Context: an optimization exercise on an open-source flow, tuned for small area and a short achievable clock period. The choices shown serve that exercise and are no tape-out recipe.

==> 06-06: inputs <==
==> flow/design.v (excerpt) <==
module fir3_top #(
  parameter int W  = 32,
  parameter int XW = 16
) (
  input  logic          CLK,
  input  logic          rst,
  input  logic [XW-1:0] h0,
  input  logic [XW-1:0] h1,
  input  logic [XW-1:0] h2,
  input  logic [XW-1:0] x,
  output logic [W-1:0]  y
);
==> flow/config.mk <==
export PLATFORM = sky130hd
export DESIGN_NAME = fir3_top
export DESIGN_NICKNAME = fir3_top
export VERILOG_FILES = /design/flow/design.v
export SDC_FILE = /design/flow/constraint.sdc
export NUM_CORES = 4
export LEC_CHECK = 0
export ABC_AREA = 1
export CAP_MARGIN = 20
export CORE_MARGIN = 2
export CORE_UTILIZATION = 40
export SLEW_MARGIN = 20
==> flow/constraint.sdc <==
create_clock -name core_clock -period 10.0 [get_ports {CLK}]
set_input_delay 2.0000 -clock core_clock [delete_from_list [all_inputs] [get_ports {CLK}]]
set_output_delay 2.0000 -clock core_clock [all_outputs]
set_load 0.01 [all_outputs]
standard.sh (not shown) runs the stock make flow with config.mk's settings and CLKGATE_MAP_FILE= SYNTH_SCRIPT=/design/flow/synth_recipe.tcl, a recipe that flattens the netlist after the stock synthesis.
==> flow/flow/run.sh <==
#!/bin/bash
set -euo pipefail
here=$(pwd)
F=$here/flow
sed "s#^hierarchy -check -top \$::env(DESIGN_NAME)\$#&\ntechmap -map $F/leafmap.v#" \
  "$FLOW_HOME/scripts/synth.tcl" > "$here/synth_leaf.tcl"
grep -q "^techmap -map $F/leafmap.v" "$here/synth_leaf.tcl"
sed "s#source \$::env(SCRIPTS_DIR)/synth.tcl#source $here/synth_leaf.tcl#" \
  "$here/synth_recipe.tcl" > "$here/synth_own.tcl"
grep -q "source $here/synth_leaf.tcl" "$here/synth_own.tcl"
bash standard.sh \
  SYNTH_SCRIPT="$here/synth_own.tcl" \
  DONT_BUFFER_PORTS=1 \
  PRE_GLOBAL_PLACE_TCL="$F/ports.tcl" \
  finish > "$here/standard_finish.log" 2>&1
==> flow/flow/leafmap.v <==
// Maps the design's leaf modules one-to-one onto library cells.
module fir3_fa (input a, b, c, output s, co);
  sky130_fd_sc_hd__fa_2 _TECHMAP_REPLACE_ (.A(a), .B(b), .CIN(c), .SUM(s), .COUT(co));
endmodule

module fir3_ha (input a, b, output s, co);
  sky130_fd_sc_hd__ha_1 _TECHMAP_REPLACE_ (.A(a), .B(b), .SUM(s), .COUT(co));
endmodule

module fir3_sel (input one, two, hi, hm, output mn);
  sky130_fd_sc_hd__a22oi_1 _TECHMAP_REPLACE_ (.A1(one), .A2(hi), .B1(two), .B2(hm), .Y(mn));
endmodule

module fir3_xnor2 (input a, b, output y);
  sky130_fd_sc_hd__xnor2_1 _TECHMAP_REPLACE_ (.A(a), .B(b), .Y(y));
endmodule

module fir3_xor2 (input a, b, output y);
  sky130_fd_sc_hd__xor2_1 _TECHMAP_REPLACE_ (.A(a), .B(b), .X(y));
endmodule

module fir3_nand2 (input a, b, output y);
  sky130_fd_sc_hd__nand2_1 _TECHMAP_REPLACE_ (.A(a), .B(b), .Y(y));
endmodule

module fir3_nor2 (input a, b, output y);
  sky130_fd_sc_hd__nor2_1 _TECHMAP_REPLACE_ (.A(a), .B(b), .Y(y));
endmodule

module fir3_inv (input a, output y);
  sky130_fd_sc_hd__inv_1 _TECHMAP_REPLACE_ (.A(a), .Y(y));
endmodule

module fir3_a21oi (input a1, a2, b1, output y);
  sky130_fd_sc_hd__a21oi_1 _TECHMAP_REPLACE_ (.A1(a1), .A2(a2), .B1(b1), .Y(y));
endmodule

module fir3_o21ai (input a1, a2, b1, output y);
  sky130_fd_sc_hd__o21ai_1 _TECHMAP_REPLACE_ (.A1(a1), .A2(a2), .B1(b1), .Y(y));
endmodule
Other scripts of this flow, unchanged in this note and not shown: flow/flow/ports.tcl
==> 06-24 (differences from 06-06) <==
--- a/flow/flow/leafmap.v
+++ b/flow/flow/leafmap.v
@@ -1,5 +1,5 @@
 // Maps the design's leaf modules one-to-one onto library cells.
 module fir3_fa (input a, b, c, output s, co);
-  sky130_fd_sc_hd__fa_2 _TECHMAP_REPLACE_ (.A(a), .B(b), .CIN(c), .SUM(s), .COUT(co));
+  sky130_fd_sc_hd__fa_1 _TECHMAP_REPLACE_ (.A(a), .B(b), .CIN(c), .SUM(s), .COUT(co));
 endmodule
 
==> qor summary <==
Status: 06-24 timing/DRC/antenna clean; 06-06 timing/DRC/antenna clean
First-pass detailed-route iteration total: 06-24 7; 06-06 6
Core Footprint: 06-24 0.0456 mm²; 06-06 0.0479 mm²
Mapped Avg Cell Area: 06-24 10.5 µm²; 06-06 11.1 µm²
FF/Latch Area: 06-24 0.00200 mm²; 06-06 0.00200 mm²
Mean routed wirelength per cell: 06-24 27.2 µm; 06-06 27.7 µm
Cell accounting for the most synthesized area: 06-24 sky130_fd_sc_hd__fa_1; 06-06 sky130_fd_sc_hd__fa_2
Instance area at placement: 06-24 0.0203 mm²; 06-06 0.0213 mm²
Clock Pin Slew Worst Setup and Hold Paths: 06-24 0.06 ns; 06-06 0.09 ns
DRT iter0 DRCs: 06-24 1,930; 06-06 1,931
Setup slack of the worst register-to-register path: 06-24 2.93 ns; 06-06 2.92 ns
Syn-to-layout area delta: 06-24 10.9%; 06-06 10.8%
Share of cells above drive strength 1: 06-24 6.76%; 06-06 26.1%
Crit-path slowest cell: 06-24 sky130_fd_sc_hd__fa_1; 06-06 sky130_fd_sc_hd__fa_2
M1 wire length: 06-24 29,200 µm; 06-06 30,100 µm
Rows: 06-24 78; 06-06 80
N_taps: 06-24 600; 06-06 615
Compound-gate portion of the synthesized area: 06-24 18.9%; 06-06 18.0%
Setup WS pre-CTS: 06-24 2.42 ns; 06-06 2.45 ns
GR Util met1: 06-24 41.7%; 06-06 40.2%
Non-clock buffers: 06-24 145; 06-06 144
Total length of routed met2 wires: 06-24 30,900 µm; 06-06 32,300 µm
No run of this note included a check of the RTL's function; only the layout flow was run.

## port drivers added, routing unchanged
In the flow no input, the clock included, has a driving cell. The finished layouts below were timed again as built, in two steps. Step 1 sets driving cells, clkbuf_16 on the clock port and buf_2 on the other inputs (assumed; they add their load-dependent delay and slew). Step 2 moves the port delays by t, midway between the first and last clock arrival at a register: inputs arrive t later, outputs are due t later. That takes back most of the time a late clock gives input paths. Three values: ideal, step 1, step 2; two values: the first two.
run | t, ns | setup WS [ns] | hold slack, ns | pins driven straight from the clock port
06-06 | 0.447 | 2.778 / 2.797 / 2.351 | 0.429 / 0.429 / 0.429 | 1
06-24 | 0.443 | 2.719 / 2.747 / 2.304 | 0.444 / 0.444 / 0.444 | 1
After both steps setup and hold are still met in every run listed. For 06-06, which loses most, drivers alone change the setup slack by +0.019 ns; drivers and shift together by -0.427 ns.
